From an optimization exercise on the open Yosys and OpenROAD flow, aimed at small area, a short achievable clock period and few clock cycles per item; shortcuts taken in it are not production practice. RTL that was checked went through simulation tests only; none was proved equivalent to the original. For runs 2 and 3, only the layout was checked, not whether the RTL still works. Power and IR drop assume default switching activity.

### design/flow/design.v
package slpq_pkg;
    localparam int CAPACITY_DEF  = 16;
    localparam int KEY_WIDTH_DEF = 32;
    localparam int KEY_FIELD_W   = 32;
    localparam int COUNT_FIELD_W = 5;
    localparam int STATUS_W      = 2;
    localparam int OUT_TDATA_W   = KEY_FIELD_W + 1 + COUNT_FIELD_W + STATUS_W;
    typedef enum logic {
        REQ_INSERT = 1'b0,
        REQ_REMOVE = 1'b1
    } t_req;
    typedef enum logic [STATUS_W-1:0] {
        ST_OK    = 2'd0,
        ST_FULL  = 2'd1,
        ST_EMPTY = 2'd2
    } t_status;
    typedef struct packed {
        logic ins_en;
        logic rem_en;
        logic min_first;
    } t_slpq_ctrl;
endpackage
module slpq_cmp #(
    parameter int W = slpq_pkg::KEY_WIDTH_DEF
) (
    input  logic [W-1:0] i_a,
    input  logic [W-1:0] i_b,
    input  logic         i_min_first,
    output logic         o_hit
);
    localparam int LV = $clog2(W);
    logic [W-1:0] g [LV+1];
    logic [W-1:0] p [LV+1];
    assign g[0] = i_a & ~i_b;
    assign p[0] = i_a | ~i_b;
    for (genvar l = 0; l < LV; l++) begin : g_lvl
        for (genvar i = 0; i < (W >> (l + 1)); i++) begin : g_node
            assign g[l+1][i] = g[l][2*i+1] | (p[l][2*i+1] & g[l][2*i]);
            assign p[l+1][i] = p[l][2*i+1] & p[l][2*i];
        end
        for (genvar i = (W >> (l + 1)); i < W; i++) begin : g_pad
            assign g[l+1][i] = 1'b0;
            assign p[l+1][i] = 1'b0;
        end
    end
    assign o_hit = (g[LV][0] | (p[LV][0] & i_min_first)) ^ i_min_first;
endmodule
module slpq_cell #(
    parameter int KEY_WIDTH = slpq_pkg::KEY_WIDTH_DEF
) (
    input  logic                  i_clk,
    input  logic                  i_rst_n,
    input  slpq_pkg::t_slpq_ctrl  i_ctrl,
    input  logic [KEY_WIDTH-1:0]  i_new_key,
    input  logic                  i_take,
    input  logic                  i_prev_take,
    input  logic [KEY_WIDTH-1:0]  i_prev_key,
    input  logic                  i_prev_valid,
    input  logic [KEY_WIDTH-1:0]  i_next_key,
    input  logic                  i_next_valid,
    output logic [KEY_WIDTH-1:0]  o_key,
    output logic                  o_valid
);
    logic [KEY_WIDTH-1:0] r_key;
    logic [KEY_WIDTH-1:0] n_key;
    logic                 r_valid;
    logic                 n_valid;
    always_comb begin
        n_key   = r_key;
        n_valid = r_valid;
        if (i_ctrl.ins_en) begin
            if (i_prev_take) begin
                n_key   = i_prev_key;
                n_valid = i_prev_valid;
            end else if (i_take) begin
                n_key   = i_new_key;
                n_valid = 1'b1;
            end
        end else if (i_ctrl.rem_en) begin
            n_key   = i_next_key;
            n_valid = i_next_valid;
        end
    end
    always_ff @(posedge i_clk) begin
        if (!i_rst_n) begin
            r_valid <= 1'b0;
        end else begin
            r_valid <= n_valid;
        end
    end
    always_ff @(posedge i_clk) begin
        r_key <= n_key;
    end
    assign o_key   = r_key;
    assign o_valid = r_valid;
endmodule
module sorted_list_priority_queue_core #(
    parameter int CAPACITY  = slpq_pkg::CAPACITY_DEF,
    parameter int KEY_WIDTH = slpq_pkg::KEY_WIDTH_DEF
) (
    input  logic                              i_clk,
    input  logic                              i_rst_n,
    input  logic                              i_s_axis_tvalid,
    output logic                              o_s_axis_tready,
    input  logic [slpq_pkg::KEY_FIELD_W-1:0]  i_s_axis_tdata,   
    input  logic                              i_s_axis_tuser,   
    output logic                              o_m_axis_tvalid,
    input  logic                              i_m_axis_tready,
    output logic [slpq_pkg::OUT_TDATA_W-1:0]  o_m_axis_tdata,
    input  logic                              i_cfg_valid,
    output logic                              o_cfg_ready,
    input  logic                              i_cfg_data        
);
    localparam int CNT_W = $clog2(CAPACITY + 1);
    logic [KEY_WIDTH-1:0]  w_key  [CAPACITY];
    logic [CAPACITY-1:0]   w_valid;
    logic [CAPACITY-1:0]   w_take;
    logic                  r_req_valid;
    logic                  r_req_remove;
    logic [KEY_WIDTH-1:0]  r_req_key;
    logic [CAPACITY-1:0]   r_req_take;
    logic [CAPACITY-1:0]   w_cmp;
    logic                  w_cmp_new;
    logic [CAPACITY-1:0]   w_go;         
    logic [CAPACITY-1:0]   w_pre_all;    
    logic [CAPACITY-1:0]   w_pre_tail;   
    logic [CAPACITY-1:0]   w_take_next;  
    logic                  r_min_first;
    slpq_pkg::t_status     r_status;
    slpq_pkg::t_status     n_status;
    logic                  r_out_valid;
    logic                  w_accept;
    logic                  w_advance;
    logic                  w_apply;
    logic                  w_full;
    logic                  w_empty;
    logic [CNT_W-1:0]      w_count;
    logic [CAPACITY-1:0]   w_valid_inc;
    slpq_pkg::t_slpq_ctrl  w_ctrl;
    logic [slpq_pkg::KEY_FIELD_W-1:0] w_top_key;
    assign w_advance       = !r_out_valid || i_m_axis_tready;
    assign w_apply         = r_req_valid && w_advance;
    assign o_s_axis_tready = !r_req_valid || w_advance;
    assign w_accept        = i_s_axis_tvalid && o_s_axis_tready;
    for (genvar g = 0; g < CAPACITY; g++) begin : g_cmp
        slpq_cmp #(.W(KEY_WIDTH)) u_cmp (
            .i_a         (KEY_WIDTH'(i_s_axis_tdata)),
            .i_b         (w_key[g]),
            .i_min_first (r_min_first),
            .o_hit       (w_cmp[g])
        );
    end
    slpq_cmp #(.W(KEY_WIDTH)) u_cmp_new (
        .i_a         (KEY_WIDTH'(i_s_axis_tdata)),
        .i_b         (r_req_key),
        .i_min_first (r_min_first),
        .o_hit       (w_cmp_new)
    );
    assign w_go = w_cmp | ~w_valid;
    always_comb begin
        w_pre_all[0]  = w_go[0];
        w_pre_tail[0] = 1'b0;
        for (int i = 1; i < CAPACITY; i++) begin
            w_pre_all[i]  = w_pre_all[i-1] | w_go[i];
            w_pre_tail[i] = w_pre_tail[i-1] | w_go[i];
        end
    end
    for (genvar g = 0; g < CAPACITY; g++) begin : g_take
        logic w_after_ins;
        logic w_after_rem;
        if (g == 0) begin : g_head
            assign w_after_ins = w_cmp_new;
        end else begin : g_body
            assign w_after_ins = w_pre_all[g-1] | w_cmp_new;
        end
        if (g == CAPACITY - 1) begin : g_tail
            assign w_after_rem = 1'b1;
        end else begin : g_inner
            assign w_after_rem = w_pre_tail[g+1];
        end
        assign w_take_next[g] = (w_ctrl.ins_en && r_req_take[g]) ? w_after_ins
                              : w_ctrl.rem_en                    ? w_after_rem
                              :                                    w_pre_all[g];
    end
    assign w_take = r_req_take;
    always_ff @(posedge i_clk) begin
        if (!i_rst_n) begin
            r_req_valid <= 1'b0;
        end else if (o_s_axis_tready) begin
            r_req_valid <= i_s_axis_tvalid;
        end
    end
    always_ff @(posedge i_clk) begin
        if (w_accept) begin
            r_req_remove <= (slpq_pkg::t_req'(i_s_axis_tuser) == slpq_pkg::REQ_REMOVE);
            r_req_key    <= KEY_WIDTH'(i_s_axis_tdata);
            r_req_take   <= w_take_next;
        end
    end
    assign w_full  = w_valid[CAPACITY-1];
    assign w_empty = !w_valid[0];
    assign w_ctrl.ins_en    = w_apply && !r_req_remove && !w_full;
    assign w_ctrl.rem_en    = w_apply && r_req_remove && !w_empty;
    assign w_ctrl.min_first = r_min_first;
    assign w_valid_inc = w_valid + 1'b1;
    for (genvar g = 0; g < CAPACITY; g++) begin : g_cell
        logic                 w_prev_take;
        logic [KEY_WIDTH-1:0] w_prev_key;
        logic                 w_prev_valid;
        logic [KEY_WIDTH-1:0] w_next_key;
        logic                 w_next_valid;
        if (g == 0) begin : g_head
            assign w_prev_take  = 1'b0;
            assign w_prev_key   = '0;
            assign w_prev_valid = 1'b0;
        end else begin : g_body
            assign w_prev_take  = w_take[g-1];
            assign w_prev_key   = w_key[g-1];
            assign w_prev_valid = w_valid[g-1];
        end
        if (g == CAPACITY - 1) begin : g_tail
            assign w_next_key   = '0;
            assign w_next_valid = 1'b0;
        end else begin : g_inner
            assign w_next_key   = w_key[g+1];
            assign w_next_valid = w_valid[g+1];
        end
        slpq_cell #(
            .KEY_WIDTH (KEY_WIDTH)
        ) u_cell (
            .i_clk        (i_clk),
            .i_rst_n      (i_rst_n),
            .i_ctrl       (w_ctrl),
            .i_new_key    (r_req_key),
            .i_take       (w_take[g]),
            .i_prev_take  (w_prev_take),
            .i_prev_key   (w_prev_key),
            .i_prev_valid (w_prev_valid),
            .i_next_key   (w_next_key),
            .i_next_valid (w_next_valid),
            .o_key        (w_key[g]),
            .o_valid      (w_valid[g])
        );
    end
    always_comb begin
        n_status = r_status;
        if (w_apply) begin
            if (r_req_remove) begin
                n_status = w_empty ? slpq_pkg::ST_EMPTY : slpq_pkg::ST_OK;
            end else begin
                n_status = w_full ? slpq_pkg::ST_FULL : slpq_pkg::ST_OK;
            end
        end
    end
    always_comb begin
        w_count = '0;
        for (int i = 0; i < CAPACITY; i++) begin
            if (w_valid[i]) w_count = CNT_W'(i + 1);
        end
    end
    always_ff @(posedge i_clk) begin
        if (!i_rst_n) begin
            r_status    <= slpq_pkg::ST_OK;
            r_out_valid <= 1'b0;
            r_min_first <= 1'b0;
        end else begin
            r_status <= n_status;
            if (w_apply) begin
                r_out_valid <= 1'b1;
            end else if (i_m_axis_tready) begin
                r_out_valid <= 1'b0;
            end
            if (i_cfg_valid) begin
                r_min_first <= i_cfg_data;
            end
        end
    end
    assign o_cfg_ready = 1'b1;
    assign w_top_key       = w_valid[0] ? slpq_pkg::KEY_FIELD_W'(w_key[0]) : '0;
    assign o_m_axis_tvalid = r_out_valid;
    assign o_m_axis_tdata  = {r_status,
                              slpq_pkg::COUNT_FIELD_W'(w_count),
                              w_valid[0],
                              w_top_key};
endmodule
### design/flow/run.sh
#!/bin/bash
# synth_recipe.tcl (not shown) runs the flow's synth.tcl, then flattens the netlist and writes it again
# the make line also repeats each setting of config.mk as NAME=value (left out here)
make -C /OpenROAD-flow-scripts/flow DESIGN_CONFIG=/design/flow/config.mk WORK_HOME=/design/flow/orfs CLKGATE_MAP_FILE= SYNTH_SCRIPT=/design/flow/synth_recipe.tcl finish
### design/flow/config.mk
export PLATFORM = sky130hd
export DESIGN_NAME = sorted_list_priority_queue_core
export DESIGN_NICKNAME = sorted_list_priority_queue_core
export VERILOG_FILES = /design/flow/design.v
export SDC_FILE = /design/flow/constraint.sdc
export NUM_CORES = 4
export LEC_CHECK = 0
export CAP_MARGIN = 20
export CORE_MARGIN = 2
export CORE_UTILIZATION = 40
export PLACE_DENSITY = 0.6
export SETUP_SLACK_MARGIN = 3.0
export SLEW_MARGIN = 20
### design/flow/constraint.sdc
create_clock -name core_clock -period 6.0 [get_ports {i_clk}]
set_input_delay 1.2000 -clock core_clock [delete_from_list [all_inputs] [get_ports {i_clk}]]
set_output_delay 1.2000 -clock core_clock [all_outputs]
set_load 0.01 [all_outputs]
==> results of run 1 <==
[cell families after synthesis]
family,count (synthesis)
AOI/OAI and AO/OA,1260
and+or+nand+nor,1202
DFF,582
muxes,495
buffers and inverters,490
adders and majority gates,53
other,1
[layer usage]
layer,up-vias,routed length [µm],global-route usage (%)
li1,15610,-,-
met3,354,19500,6.39
met5,-,0,0
met1,17826,71600,48.8
met4,0,8160,14.6
met2,2449,70900,48.1
[worst max-delay path: cells and delay by family]
family | cells | cell delay (ns)
AND/OR/NAND/NOR | 3 | 0.57
buffers and inverters | 1 | 0.28
AO/OA/AOI/OAI | 6 | 2.23
[timing repair]
action                                  in CTS  in global routing
gates resized for setup                    559                 77
cloned                                      14                  1
endpoints found under the setup margin    1027                529
setup buffers                              149                 18
pin swaps                                  112                 24
endpoints found under the hold margin        0                  0
[cell type report]
| class | count | area, µm² | area share (%) |
|---|---|---|---|
| Tap cell | 1265 | 1580 | 3.41 |
| Clock buffer | 89 | 1920 | 4.13 |
| Inverter | 129 | 614 | 1.32 |
| Timing Repair inverter | 2 | 11.3 | 0.0242 |
| Clock inverter | 40 | 325 | 0.701 |
| Antenna cell | 1 | 2.50 | 0.00539 |
| Timing Repair Buffer | 418 | 4050 | 8.71 |
| Multi-Input combinational cell | 3018 | 20600 | 44.5 |
| Sequential cell | 582 | 17300 | 37.2 |
[worst max path at each step]
stage / start / end / slack [ns] / depth (start not counted)
3_3_place_gp: i_s_axis_tdata[20] / r_req_take[12] / 0.41 / 13
6_report: i_s_axis_tdata[25] / r_req_take[14] / 2.12 / 10
3_5_place_dp: i_s_axis_tdata[2] / r_req_take[13] / 0.39 / 12
4_1_cts: i_s_axis_tdata[28] / r_req_take[9] / 2.27 / 13
5_1_grt: i_s_axis_tdata[28] / r_req_take[9] / 2.11 / 13
2_1_floorplan: i_s_axis_tdata[28] / r_req_take[14] / 2.11 / 11
[cells in the final DEF, fill, tap and decap left out, types with 12 or more instances in the layout]
master / netlist / final
nand2b_1: 119 / 117
a22o_1: 21 / 21
a221o_1: 27 / 25
a221oi_1: 21 / 13
nand2_1: 627 / 610
o221ai_1: 24 / 15
a22oi_1: 50 / 45
nor2_1: 125 / 114
mux2i_1: 495 / 493
buf_2: 30 / 23
buf_6: 1 / 48
clkbuf_16: 0 / 74
buf_12: 0 / 36
nand4_1: 19 / 19
nor3_1: 40 / 31
clkinvlp_4: 0 / 15
a21oi_1: 86 / 79
a222oi_1: 58 / 58
a21o_1: 13 / 12
clkinv_1: 4 / 16
nand3_1: 38 / 30
edfxtp_1: 561 / 561
maj3_1: 53 / 51
o21a_1: 37 / 37
buf_4: 5 / 252
o22ai_1: 118 / 113
o21ai_0: 600 / 566
o21ai_1: 1 / 21
nor2b_1: 119 / 113
and3_1: 13 / 12
clkbuf_1: 296 / 14
inv_1: 113 / 95
a31oi_1: 23 / 20
and2_1: 39 / 35
buf_8: 0 / 13
[registers in the layout, summed over array words and instances (netlist names)]
| name | count |
|---|---|
| g_cell.u_cell.r_key | 512 |
| g_cell.u_cell.r_valid | 16 |
| r_req_key | 32 |
| r_out_valid | 1 |
| r_min_first | 1 |
| r_req_remove | 1 |
| r_status | 2 |
| r_req_take | 16 |
| r_req_valid | 1 |
[power breakdown]
part	total (µW)	switching [µW]	internal, µW
Combinational	1820	1140	677
Clock	4350	1900	2450
Sequential	4930	255	4680
[per-stage QoR]
stage | hold slack [ns] | total power, µW | worst slack, ns
global route | 0.575 | 11400 | 2.11
CTS | 0.523 | 11000 | 2.27
floorplan | 0.506 | 5820 | 2.11
detailed placement | 0.509 | 6500 | 0.394
finish | 0.520 | 11100 | 2.12
global placement | 0.494 | 6490 | 0.407
==> reports/metrics.csv, run 1 <==
metric;value;unit
outcome;finished clean;
Post-DP HPWL;112;mm
Synth top area share;43.9;%
hold path depth;2;
post-synthesis xor/xnor area fraction;0;%
Worst Setup End Kind;flop;
Crit Path Category;input port to flop;
Hold Crit Start;r_status[1];
fillers;8881;
final cell count without fillers;5544;
Worst Hold End;r_status[1];
PwrDens;239;mW/mm²
core region area;0.0950;mm²
Syn. warnings;6;
Unique masters post-synth;86;
DRT Pass-1 Iters;10;
worst skew pair latency;0.67;ns
Post-Synth Simple-Gate Area;14.7;%
VDD IR max;0.190;mV
first-pass GRT wire length;243;mm
worst-path maximum fanout;10;
Hold Vio Cnt, Final;0;
Max-cap violations;0;
Post-Synthesis Cell Area;0.0384;mm²
area of placed instances;0.0411;mm²
Final nets;4263;
Root Buffer;clkbuf_16;
final setup fails;0;
CTS hold repair buffers;0;
WP data arrival;4.28;ns
reg-to-reg slack, setup;2.23;ns
Slew @ Worst Pin;1.14;ns
vias;36239;
largest stage delay on the critical path;1.01;ns
Die Width;314;µm
setup tns final;0;ns
Synth area leader;edfxtp_1;
relative slew slack;21.9;%
ys flop type;edfxtp_1;
routed vias/inst;6.54;
final WL;170;mm
GRT Util Overall;33.5;%
Post-synth top cells;nand2_1, o21ai_0, edfxtp_1;
# IOs;82;
fmax;258;MHz
FF+latch count, synth;582;
vias in the first global route;33582;
crit share post-route;64.7;%
FF-to-FF path depth;11;
mux contribution to synthesized area;12.9;%
crit path cell chain;buf_2, nand2b_1, a2111oi_0, o31a_1, a221o_1, a41oi_4, a311oi_2, o2111ai_2, nor4_4, nand4_1;
worst-case clock buffer depth;3;
remaining antenna violation count;0;
Synth Area in Compound Gates;21.1;%
r2r startpoint;g_cell[7].u_cell.r_key[31];
post-synthesis sequential area ratio;45.0;%
main combinational cell family by area after synthesis;compound AO/OA/AOI/OAI gates;
H-tree levels;3;
worst r2r dst;r_req_take[9];
WP data required;6.40;ns
Tmin final;3.88;ns
TritonCTS Buffers;73;
most numerous cell in the Yosys netlist;nand2_1;
asr flop ratio synth;0;%
DRC Markers;0;
share of cells above drive strength 1;17.6;%
DIE HEIGHT;314;µm
final max-slew violation count;0;
maximum number of pins on one net before global-route repair;249;
area delta synth->final;20.9;%
Die ar.;0.0985;mm²
antenna violations before repair;2;
Buffers on Ports;80;
Layout Utilization;48.9;%
DR WL/cell;30.7;µm
unrepaired setup endpoints after global routing;true;
RD Place Congestion;1.00;
Slowest cell on crit path;a2111oi_0;
Overflow after GRT;0;
clk slew on worst S/H paths;0.07;ns
Initial Utilization;40.4;%
synth top area cells;edfxtp_1, mux2i_1, o21ai_0;
Worst Hold Class;flop to flop;
post-synthesis net count;4122;
average size of a mapped cell;9.41;µm²
CTS tree;done;
Std-Cell Rows;113;
Synth Area in Adders;1.38;%
Cells after DPL;5230;
clock skew;0.0368;ns
Worst setup SP type;input port;
synthesized netlist cell count;4083;
Post-synth EDFFs;561;
Design Area, Final;0.0464;mm²
leakage;0.0199;µW
Iteration-0 DRC Markers;5676;
Clock Sinks;582;
Testbench counts, summed over its fixed seeds: cycles 32,016, items 32,000.
==> run 2: changes to the inputs <==
--- a/design/flow/design.v
+++ b/design/flow/design.v
@@ -54,3 +54,2 @@
     input  logic [KEY_WIDTH-1:0]  i_new_key,
-    input  logic                  i_take,
     input  logic                  i_prev_take,
@@ -61,3 +60,4 @@
     output logic [KEY_WIDTH-1:0]  o_key,
-    output logic                  o_valid
+    output logic                  o_valid,
+    output logic                  o_take
 );
@@ -67,2 +67,11 @@
     logic                 n_valid;
+    logic                 w_cmp;
+    logic                 w_take;
+    slpq_cmp #(.W(KEY_WIDTH)) u_cmp (
+        .i_a         (i_new_key),
+        .i_b         (r_key),
+        .i_min_first (i_ctrl.min_first),
+        .o_hit       (w_cmp)
+    );
+    assign w_take = w_cmp || !r_valid;
     always_comb begin
@@ -74,3 +83,3 @@
                 n_valid = i_prev_valid;
-            end else if (i_take) begin
+            end else if (w_take) begin
                 n_key   = i_new_key;
@@ -95,2 +104,3 @@
     assign o_valid = r_valid;
+    assign o_take  = i_prev_take || w_take;
 endmodule
@@ -119,10 +129,4 @@
     logic                  r_req_remove;
+    logic                  r_req_min_first;
     logic [KEY_WIDTH-1:0]  r_req_key;
-    logic [CAPACITY-1:0]   r_req_take;
-    logic [CAPACITY-1:0]   w_cmp;
-    logic                  w_cmp_new;
-    logic [CAPACITY-1:0]   w_go;         
-    logic [CAPACITY-1:0]   w_pre_all;    
-    logic [CAPACITY-1:0]   w_pre_tail;   
-    logic [CAPACITY-1:0]   w_take_next;  
     logic                  r_min_first;
@@ -144,43 +148,2 @@
     assign w_accept        = i_s_axis_tvalid && o_s_axis_tready;
-    for (genvar g = 0; g < CAPACITY; g++) begin : g_cmp
-        slpq_cmp #(.W(KEY_WIDTH)) u_cmp (
-            .i_a         (KEY_WIDTH'(i_s_axis_tdata)),
-            .i_b         (w_key[g]),
-            .i_min_first (r_min_first),
-            .o_hit       (w_cmp[g])
-        );
-    end
-    slpq_cmp #(.W(KEY_WIDTH)) u_cmp_new (
-        .i_a         (KEY_WIDTH'(i_s_axis_tdata)),
-        .i_b         (r_req_key),
-        .i_min_first (r_min_first),
-        .o_hit       (w_cmp_new)
-    );
-    assign w_go = w_cmp | ~w_valid;
-    always_comb begin
-        w_pre_all[0]  = w_go[0];
-        w_pre_tail[0] = 1'b0;
-        for (int i = 1; i < CAPACITY; i++) begin
-            w_pre_all[i]  = w_pre_all[i-1] | w_go[i];
-            w_pre_tail[i] = w_pre_tail[i-1] | w_go[i];
-        end
-    end
-    for (genvar g = 0; g < CAPACITY; g++) begin : g_take
-        logic w_after_ins;
-        logic w_after_rem;
-        if (g == 0) begin : g_head
-            assign w_after_ins = w_cmp_new;
-        end else begin : g_body
-            assign w_after_ins = w_pre_all[g-1] | w_cmp_new;
-        end
-        if (g == CAPACITY - 1) begin : g_tail
-            assign w_after_rem = 1'b1;
-        end else begin : g_inner
-            assign w_after_rem = w_pre_tail[g+1];
-        end
-        assign w_take_next[g] = (w_ctrl.ins_en && r_req_take[g]) ? w_after_ins
-                              : w_ctrl.rem_en                    ? w_after_rem
-                              :                                    w_pre_all[g];
-    end
-    assign w_take = r_req_take;
     always_ff @(posedge i_clk) begin
@@ -194,5 +157,5 @@
         if (w_accept) begin
-            r_req_remove <= (slpq_pkg::t_req'(i_s_axis_tuser) == slpq_pkg::REQ_REMOVE);
-            r_req_key    <= KEY_WIDTH'(i_s_axis_tdata);
-            r_req_take   <= w_take_next;
+            r_req_remove    <= (slpq_pkg::t_req'(i_s_axis_tuser) == slpq_pkg::REQ_REMOVE);
+            r_req_key       <= KEY_WIDTH'(i_s_axis_tdata);
+            r_req_min_first <= r_min_first;
         end
@@ -203,3 +166,3 @@
     assign w_ctrl.rem_en    = w_apply && r_req_remove && !w_empty;
-    assign w_ctrl.min_first = r_min_first;
+    assign w_ctrl.min_first = r_req_min_first;
     assign w_valid_inc = w_valid + 1'b1;
@@ -234,3 +197,2 @@
             .i_new_key    (r_req_key),
-            .i_take       (w_take[g]),
             .i_prev_take  (w_prev_take),
@@ -241,3 +203,4 @@
             .o_key        (w_key[g]),
-            .o_valid      (w_valid[g])
+            .o_valid      (w_valid[g]),
+            .o_take       (w_take[g])
         );
--- a/design/flow/config.mk
+++ b/design/flow/config.mk
@@ -11,3 +11,2 @@
 export PLACE_DENSITY = 0.6
-export SETUP_SLACK_MARGIN = 3.0
 export SLEW_MARGIN = 20
==> run 2 against run 1 <==
Compared with the run above:
- critical endpoint is now g_cell[7].u_cell.r_key[9]
- first-iteration DRC count shrank 0.25%
- clock power fell by 6.4%
- critical path type is now flop to flop
- clock-buffer cell count is 1 higher
- still clean
==> reports/metrics.csv, run 2 <==
metric;value;unit
vias in the first global route;31468;
Worst setup SP type;flop;
Final nets;4107;
H-tree levels;3;
commonest non-fill, non-tap cell in the layout;nand2_1;
antenna violations before repair;2;
Post-Synthesis Cell Area;0.0364;mm²
FF+latch count, synth;567;
worst-path maximum fanout;15;
synthesized netlist cell count;4066;
maximum number of pins on one net before global-route repair;126;
# resized after CTS;0;
GRT Util Overall;30.6;%
Biggest register;g_cell.u_cell.r_key;
VDD IR max;0.180;mV
share of cells above drive strength 1;8.57;%
Std-Cell Rows;110;
relative slew slack;24.4;%
Synth area leader;edfxtp_1;
Buffers on Ports;80;
outcome;finished clean;
post-synthesis net count;4105;
Synth top area share;45.0;%
DIE HEIGHT;306;µm
biggest regs;g_cell.u_cell.r_key (512), r_req_key (32), g_cell.u_cell.r_valid (16);
Worst Setup End Kind;flop;
synth top area cells;edfxtp_1, nand2_1, mux2i_1;
max reg flops;512;
clock skew;0.0353;ns
Syn. warnings;6;
fmax;188;MHz
clk slew on worst S/H paths;0.06;ns
Clock Sinks;567;
Die ar.;0.0935;mm²
first-pass GRT wire length;215;mm
routed vias/inst;6.44;
ys flop type;edfxtp_1;
DRT Pass-1 Iters;9;
Worst Hold Class;flop to flop;
most frequent cells in the layout;nand2_1, edfxtp_1, o21ai_0;
worst-case clock buffer depth;3;
core region area;0.0901;mm²
final WL;147;mm
fillers;8586;
asr flop ratio synth;0;%
RD Place Congestion;0.953;
Tmin final;5.33;ns
Max-cap violations;0;
DRC Markers;0;
Die Width;306;µm
WP data required;6.35;ns
TritonCTS Buffers;70;
leakage;0.0150;µW
Post-synth top cells;nand2_1, edfxtp_1, o21ai_0;
Crit Path Category;flop to flop;
Hold Vio Cnt, Final;0;
CTS hold repair buffers;0;
area delta synth->final;14.1;%
most numerous cell in the Yosys netlist;nand2_1;
Unique masters post-synth;89;
Reg area;0.0168;mm²
area of the multi-input gates;0.0178;mm²
Post-DP HPWL;103;mm
Slew @ Worst Pin;1.12;ns
setup tns final;0;ns
WP data arrival;5.68;ns
Overflow after GRT;0;
remaining antenna violation count;0;
CTS tree;done;
Iteration-0 DRC Markers;5662;
unrepaired setup endpoints after global routing;false;
Initial Utilization;40.4;%
crit share post-route;88.8;%
Hold WS;0.440;ns
vias;34083;
DR WL/cell;27.7;µm
average size of a mapped cell;8.96;µm²
PwrDens;244;mW/mm²
final setup fails;0;
final max-slew violation count;0;
worst skew pair latency;0.63;ns
number of setup buffers added after CTS;0;
Post-synth EDFFs;546;
# IOs;82;
Root Buffer;clkbuf_16;
post-synthesis sequential area ratio;46.2;%
-- run 2: cell types whose count changed after synthesis, sizes merged, moves of 28 or more --
| cell | delta |
|---|---|
| a21oi | +190 |
| a31oi | +49 |
| mux2i | -280 |
| nand2 | +77 |
| nor3 | +53 |
| buf | +41 |
| o211ai | +28 |
| o21ai | -175 |
| clkbuf | -48 |
| nor2 | +118 |
-- run 2: logic make-up after synthesis --
group | count (synthesis) | synth area share, %
AO/OA/AOI/OAI | 1269 | 22.2
AND/OR/NAND/NOR | 1461 | 18.4
adder cells (fa/ha/maj) | 71 | 1.95
other | 1 | 0.0103
buffers and inverters | 480 | 5.40
flip-flops | 567 | 46.2
multiplexers | 217 | 5.97
-- run 2: per-stage QoR --
step	instance area [µm²]	total power [µW]	worst slack [ns]	cells	util [%]
floorplan	36400	5500	0.857	4066	-
global placement	39500	6090	0.739	5171	43.8
detailed placement	39500	6100	0.902	5171	43.8
CTS	41600	10100	0.838	5292	46.1
global route	41600	10400	0.528	5293	46.1
finish	41600	10100	0.674	5294	46.1
-- run 2: critical path, stage by stage (launching register included) --
cell and delay (ns):
edfxtp_1 0.57, clkinv_1 0.58, a222oi_1 0.65, nor3b_1 0.36
and3_1 0.53, o41ai_1 0.29, a31oi_1 0.60, nand4_1 0.46
or2_1 0.43, buf_12 0.19, buf_4 0.15, a21oi_1 0.14
o21ai_1 0.08
-- run 2: path summary, 6_finish.rpt --
kind | from | cells after the start | slack, ns | endpoint
hold / removal | r_min_first | 0 | 0.44 | r_req_min_first
hold reg to reg | r_min_first | 0 | 0.44 | r_req_min_first
setup reg to reg | r_req_key[27] | 12 | 0.67 | g_cell[7].u_cell.r_key[9]
setup / recovery | r_req_key[27] | 12 | 0.67 | g_cell[7].u_cell.r_key[9]
-- run 2: layout make-up --
cell class | count | share of cell area, %
multi-input cells | 3019 | 42.9
well taps | 1176 | 3.54
inverters | 126 | 1.14
clock inverters | 31 | 0.500
clock buffers | 90 | 4.55
diodes | 1 | 0.00602
repair buffers | 284 | 6.90
flip-flops and latches | 567 | 40.4
-- run 2: power breakdown --
group | leakage, µW | total, µW | switching [µW] | internal (µW)
clock | 0.00101 | 4070 | 1770 | 2300
sequential | 0.00522 | 4710 | 191 | 4520
combinational | 0.00876 | 1360 | 895 | 469
total | 0.0150 | 10100 | 2850 | 7290
-- run 2: routing by layer --
| metal | part of all wire (%) | wire, µm | track usage (%) |
|---|---|---|---|
| met4 | 4.3 | 6270 | 12.7 |
| met5 | 0 | 0 | 0 |
| met1 | 42 | 61300 | 44.4 |
| met2 | 42 | 62400 | 44.5 |
| met3 | 11 | 16900 | 5.93 |
==> run 3: changes to the inputs <==
--- a/design/flow/design.v
+++ b/design/flow/design.v
@@ -22,27 +22,2 @@
 endpackage
-module slpq_cmp #(
-    parameter int W = slpq_pkg::KEY_WIDTH_DEF
-) (
-    input  logic [W-1:0] i_a,
-    input  logic [W-1:0] i_b,
-    input  logic         i_min_first,
-    output logic         o_hit
-);
-    localparam int LV = $clog2(W);
-    logic [W-1:0] g [LV+1];
-    logic [W-1:0] p [LV+1];
-    assign g[0] = i_a & ~i_b;
-    assign p[0] = i_a | ~i_b;
-    for (genvar l = 0; l < LV; l++) begin : g_lvl
-        for (genvar i = 0; i < (W >> (l + 1)); i++) begin : g_node
-            assign g[l+1][i] = g[l][2*i+1] | (p[l][2*i+1] & g[l][2*i]);
-            assign p[l+1][i] = p[l][2*i+1] & p[l][2*i];
-        end
-        for (genvar i = (W >> (l + 1)); i < W; i++) begin : g_pad
-            assign g[l+1][i] = 1'b0;
-            assign p[l+1][i] = 1'b0;
-        end
-    end
-    assign o_hit = (g[LV][0] | (p[LV][0] & i_min_first)) ^ i_min_first;
-endmodule
 module slpq_cell #(
@@ -67,11 +42,7 @@
     logic                 n_valid;
-    logic                 w_cmp;
+    logic                 w_hit;
     logic                 w_take;
-    slpq_cmp #(.W(KEY_WIDTH)) u_cmp (
-        .i_a         (i_new_key),
-        .i_b         (r_key),
-        .i_min_first (i_ctrl.min_first),
-        .o_hit       (w_cmp)
-    );
-    assign w_take = w_cmp || !r_valid;
+    assign w_hit  = r_valid && (i_ctrl.min_first ? (i_new_key < r_key)
+                                                 : (i_new_key > r_key));
+    assign w_take = w_hit || !r_valid;
     always_comb begin
@@ -127,7 +98,7 @@
     logic [CAPACITY-1:0]   w_take;
-    logic                  r_req_valid;
-    logic                  r_req_remove;
-    logic                  r_req_min_first;
-    logic [KEY_WIDTH-1:0]  r_req_key;
+    logic [KEY_WIDTH-1:0]  w_new_key;
     logic                  r_min_first;
+    logic [CNT_W-1:0]      r_count;
+    logic [CNT_W-1:0]      n_count;
+    logic [CNT_W-1:0]      w_count_dec;
     slpq_pkg::t_status     r_status;
@@ -136,7 +107,6 @@
     logic                  w_accept;
-    logic                  w_advance;
-    logic                  w_apply;
+    logic                  w_is_remove;
     logic                  w_full;
     logic                  w_empty;
-    logic [CNT_W-1:0]      w_count;
+    logic                  w_ins_drop;
     logic [CAPACITY-1:0]   w_valid_inc;
@@ -144,25 +114,13 @@
     logic [slpq_pkg::KEY_FIELD_W-1:0] w_top_key;
-    assign w_advance       = !r_out_valid || i_m_axis_tready;
-    assign w_apply         = r_req_valid && w_advance;
-    assign o_s_axis_tready = !r_req_valid || w_advance;
+    assign o_s_axis_tready = !r_out_valid || i_m_axis_tready;
     assign w_accept        = i_s_axis_tvalid && o_s_axis_tready;
-    always_ff @(posedge i_clk) begin
-        if (!i_rst_n) begin
-            r_req_valid <= 1'b0;
-        end else if (o_s_axis_tready) begin
-            r_req_valid <= i_s_axis_tvalid;
-        end
-    end
-    always_ff @(posedge i_clk) begin
-        if (w_accept) begin
-            r_req_remove    <= (slpq_pkg::t_req'(i_s_axis_tuser) == slpq_pkg::REQ_REMOVE);
-            r_req_key       <= KEY_WIDTH'(i_s_axis_tdata);
-            r_req_min_first <= r_min_first;
-        end
-    end
+    assign w_is_remove     = (slpq_pkg::t_req'(i_s_axis_tuser) == slpq_pkg::REQ_REMOVE);
+    assign w_new_key       = KEY_WIDTH'(i_s_axis_tdata);
     assign w_full  = w_valid[CAPACITY-1];
     assign w_empty = !w_valid[0];
-    assign w_ctrl.ins_en    = w_apply && !r_req_remove && !w_full;
-    assign w_ctrl.rem_en    = w_apply && r_req_remove && !w_empty;
-    assign w_ctrl.min_first = r_req_min_first;
+    assign w_ctrl.ins_en    = w_accept && !w_is_remove && !w_full;
+    assign w_ctrl.rem_en    = w_accept && w_is_remove && !w_empty;
+    assign w_ctrl.min_first = r_min_first;
+    assign w_ins_drop  = w_accept && !w_is_remove && w_full;
+    assign w_count_dec = r_count - 1'b1;
     assign w_valid_inc = w_valid + 1'b1;
@@ -196,3 +154,3 @@
             .i_ctrl       (w_ctrl),
-            .i_new_key    (r_req_key),
+            .i_new_key    (w_new_key),
             .i_prev_take  (w_prev_take),
@@ -208,15 +166,20 @@
     always_comb begin
+        n_count  = r_count;
         n_status = r_status;
-        if (w_apply) begin
-            if (r_req_remove) begin
-                n_status = w_empty ? slpq_pkg::ST_EMPTY : slpq_pkg::ST_OK;
+        if (w_accept) begin
+            if (w_is_remove) begin
+                if (w_empty) begin
+                    n_status = slpq_pkg::ST_EMPTY;
+                end else begin
+                    n_status = slpq_pkg::ST_OK;
+                    n_count  = w_count_dec;
+                end
             end else begin
-                n_status = w_full ? slpq_pkg::ST_FULL : slpq_pkg::ST_OK;
-            end
-        end
-    end
-    always_comb begin
-        w_count = '0;
-        for (int i = 0; i < CAPACITY; i++) begin
-            if (w_valid[i]) w_count = CNT_W'(i + 1);
+                if (w_full) begin
+                    n_status = slpq_pkg::ST_FULL;
+                end else begin
+                    n_status = slpq_pkg::ST_OK;
+                    n_count  = r_count + 1'b1;
+                end
+            end
         end
@@ -225,2 +188,3 @@
         if (!i_rst_n) begin
+            r_count     <= '0;
             r_status    <= slpq_pkg::ST_OK;
@@ -229,4 +193,5 @@
         end else begin
+            r_count  <= n_count;
             r_status <= n_status;
-            if (w_apply) begin
+            if (w_accept) begin
                 r_out_valid <= 1'b1;
@@ -244,3 +209,3 @@
     assign o_m_axis_tdata  = {r_status,
-                              slpq_pkg::COUNT_FIELD_W'(w_count),
+                              slpq_pkg::COUNT_FIELD_W'(r_count),
                               w_valid[0],
==> run 3 against run 2 <==
Compared with the run above:
- die area up 7.8%
- non-clock buffer count decreased by 64
- critical path type is now input port to flop
- cell count rose by 4.3%
- clock power decreased by 7.6%
- sequential share of layout area decreased by 4.7 points
==> reports/metrics.csv, run 3 <==
metric;value;unit
outcome;finished clean;
synthesized netlist cell count;4160;
asr flop ratio synth;0;%
Overflow after GRT;0;
area delta synth->final;13.1;%
switch share;29.5;%
Post-synth EDFFs;512;
PwrDens;232;mW/mm²
synth top area cells;edfxtp_1, ha_1, mux2i_1;
area of placed instances;0.0425;mm²
Root Buffer;clkbuf_16;
WP data required;6.37;ns
crit path cell chain;clkdlybuf4s50_1, buf_4, ha_1, nand4_1, nor4_1, buf_4, nand2_1, a31oi_1, mux2_2, nand2_1, nand3b_1, or4_2, buf_12, o21ai_0, a31oi_1;
most frequent cells in the layout;inv_1, edfxtp_1, nand2_1;
Hold WS;0.459;ns
Slew @ Worst Pin;0.904;ns
worst-case clock buffer depth;3;
leakage;0.0196;µW
# IOs;82;
worst skew pair latency;0.67;ns
relative slew slack;39.6;%
Post-synth top cells;inv_1, edfxtp_1, nand2_1;
cell family with most CP delay;simple AND/OR/NAND/NOR gates;
P_int;7270;µW
Synth top area share;39.1;%
Post-DP HPWL;91.8;mm
routed vias/inst;5.80;
clock skew;0.0256;ns
max reg flops;512;
# resized after CTS;0;
post-synthesis sequential area ratio;40.4;%
GRT Util Overall;23.8;%
Clock Sinks;537;
Post-Synthesis Cell Area;0.0393;mm²
number of setup buffers added after CTS;0;
final WL;123;mm
remaining antenna violation count;0;
biggest regs;g_cell.u_cell.r_key (512), g_cell.u_cell.r_valid (16), r_count (5);
antenna violations before repair;0;
sw power;3040;µW
Initial Utilization;40.5;%
first-pass GRT wire length;189;mm
vias;32052;
fmax;185;MHz
pre-CTS setup slack;0.0381;ns
crit share post-route;90.3;%
DIE HEIGHT;317;µm
vias in the first global route;31444;
Synth area leader;edfxtp_1;
WP data arrival;5.79;ns
most numerous cell in the Yosys netlist;inv_1;
clk slew on worst S/H paths;0.06;ns
FF+latch count, synth;537;
largest stage delay on the critical path;0.77;ns
Buffers on Ports;80;
Final nets;4720;
clock share of power;36.4;%
final setup fails;0;
Std-Cell Rows;114;
DRC Markers;0;
Design Area, Final;0.0444;mm²
CTS hold repair buffers;0;
ys flop type;edfxtp_1;
CTS tree;done;
Worst setup SP type;input port;
setup ws final;0.581;ns
combinational share of power;18.5;%
setup tns final;0;ns
post-synthesis net count;4683;
Max-cap violations;0;
VDD IR max;0.198;mV
Die ar.;0.101;mm²
TritonCTS Buffers;60;
Worst Path Buf+Inv;4;
RD Place Congestion;0.909;
worst-path maximum fanout;64;
Worst Hold Class;flop to flop;
average size of a mapped cell;9.45;µm²
Die Width;317;µm
Biggest register;g_cell.u_cell.r_key;
Unique masters post-synth;79;
Iteration-0 DRC Markers;3035;
Hold Vio Cnt, Final;0;
DR WL/cell;22.3;µm
Tmin final;5.42;ns
Slowest cell on crit path;or4_2;
Worst Setup End Kind;flop;
DRT Pass-1 Iters;5;
share of cells above drive strength 1;6.41;%
core region area;0.0970;mm²
H-tree levels;2;
Syn. warnings;3;
maximum number of pins on one net before global-route repair;160;
final max-slew violation count;0;
unrepaired setup endpoints after global routing;false;
Crit Path Category;input port to flop;
Seq pwr share;45.1;%
commonest non-fill, non-tap cell in the layout;inv_1;
[run 3: power groups by stage]
stage	Sequential, µW	Combinational (µW)	Clock, µW
after floorplan	4630	1200	0
after global placement	4730	1820	0
after detailed placement	4730	1880	0
after CTS	4650	1890	3810
after global routing	4670	2130	3950
final	4650	1900	3760
[run 3: final cells by class]
class	count	area, µm²
clock inverter	36	345
inverter	528	1980
antenna	1	2.50
fill	9232	52600
timing repair buffer	220	2580
sequential	537	15900
tap	1276	1600
clock buffer	74	1550
multi-input combinational	2850	20500
[run 3: through the flow]
| stage | total power [µW] | std cells | util (%) |
|---|---|---|---|
| floorplan | 5830 | 4160 | - |
| global placement | 6550 | 5410 | 43.8 |
| detailed placement | 6600 | 5410 | 43.8 |
| CTS | 10300 | 5520 | 45.8 |
| global route | 10800 | 5521 | 45.8 |
| finish | 10300 | 5522 | 45.8 |
[run 3: layer usage]
layer | up-vias | GRT usage [%] | share of wire [%] | wire, µm
li1 | 15289 | - | - | -
met1 | 15680 | 32.0 | 44 | 54100
met2 | 897 | 40.2 | 48 | 59000
met3 | 186 | 2.21 | 4.8 | 5940
met4 | 0 | 7.71 | 3.2 | 3960
met5 | - | 0 | 0 | 0
[run 3: kinds of logic after synthesis]
| group | count (synthesis) | synth area share, % |
|---|---|---|
| and+or+nand+nor | 1138 | 13.5 |
| AOI/OAI and AO/OA | 957 | 15.9 |
| buffers and inverters | 773 | 7.93 |
| DFF | 537 | 40.4 |
| adders and majority gates | 484 | 15.4 |
| muxes | 266 | 6.79 |
| xor gates and xnor gates | 4 | 0.0891 |
| other | 1 | 0.00954 |
[run 3: worst paths after layout]
path,from,to,slack (ns),cells after the start
worst max register to register,g_cell[2].u_cell.r_key[11],g_cell[9].u_cell.r_key[30],1.46,14
worst min register to register,r_status[1],r_status[1],0.46,2
worst min-delay path,r_status[1],r_status[1],0.46,2
worst max-delay path,i_s_axis_tdata[24],g_cell[9].u_cell.r_key[30],0.58,15
[run 3: tightest hold or removal path, delay by kind of cell (launching register included)]
| kind | cells | cell delay (ns) |
|---|---|---|
| compound gates | 1 | 0.05 |
| flops | 1 | 0.31 |
| simple gates | 1 | 0.05 |

[port drivers added, routing unchanged]
In the flow no input, the clock included, has a driving cell. The finished layouts below were timed again as built, in two steps. Step 1: set_driving_cell puts a clkbuf_16 on i_clk and a buf_2 on each other input, an assumption about the parent block. Step 2, shift: input delay + t, output delay - t, t = (earliest + latest rising clock arrival at the registers) / 2. This alone moves slack from input paths to output paths. Slacks: no drivers / after step 1 / after step 2; pairs: no drivers / after step 1.
run | shift t [ns] | setup slack, ns | pins driven straight from the clock port
run 1 | 0.716 | 2.117 / 2.148 / 1.431 | 1
run 2 | 0.682 | 0.674 / 0.674 / 0.674 | 1
run 3 | 0.722 | 0.581 / 0.591 / -0.131 | 1
With both steps, setup timing fails in run 3, where it was met with ideal ports. The setup slack of run 3, which loses most, moves by +0.010 ns with the drivers and by -0.712 ns with both steps.
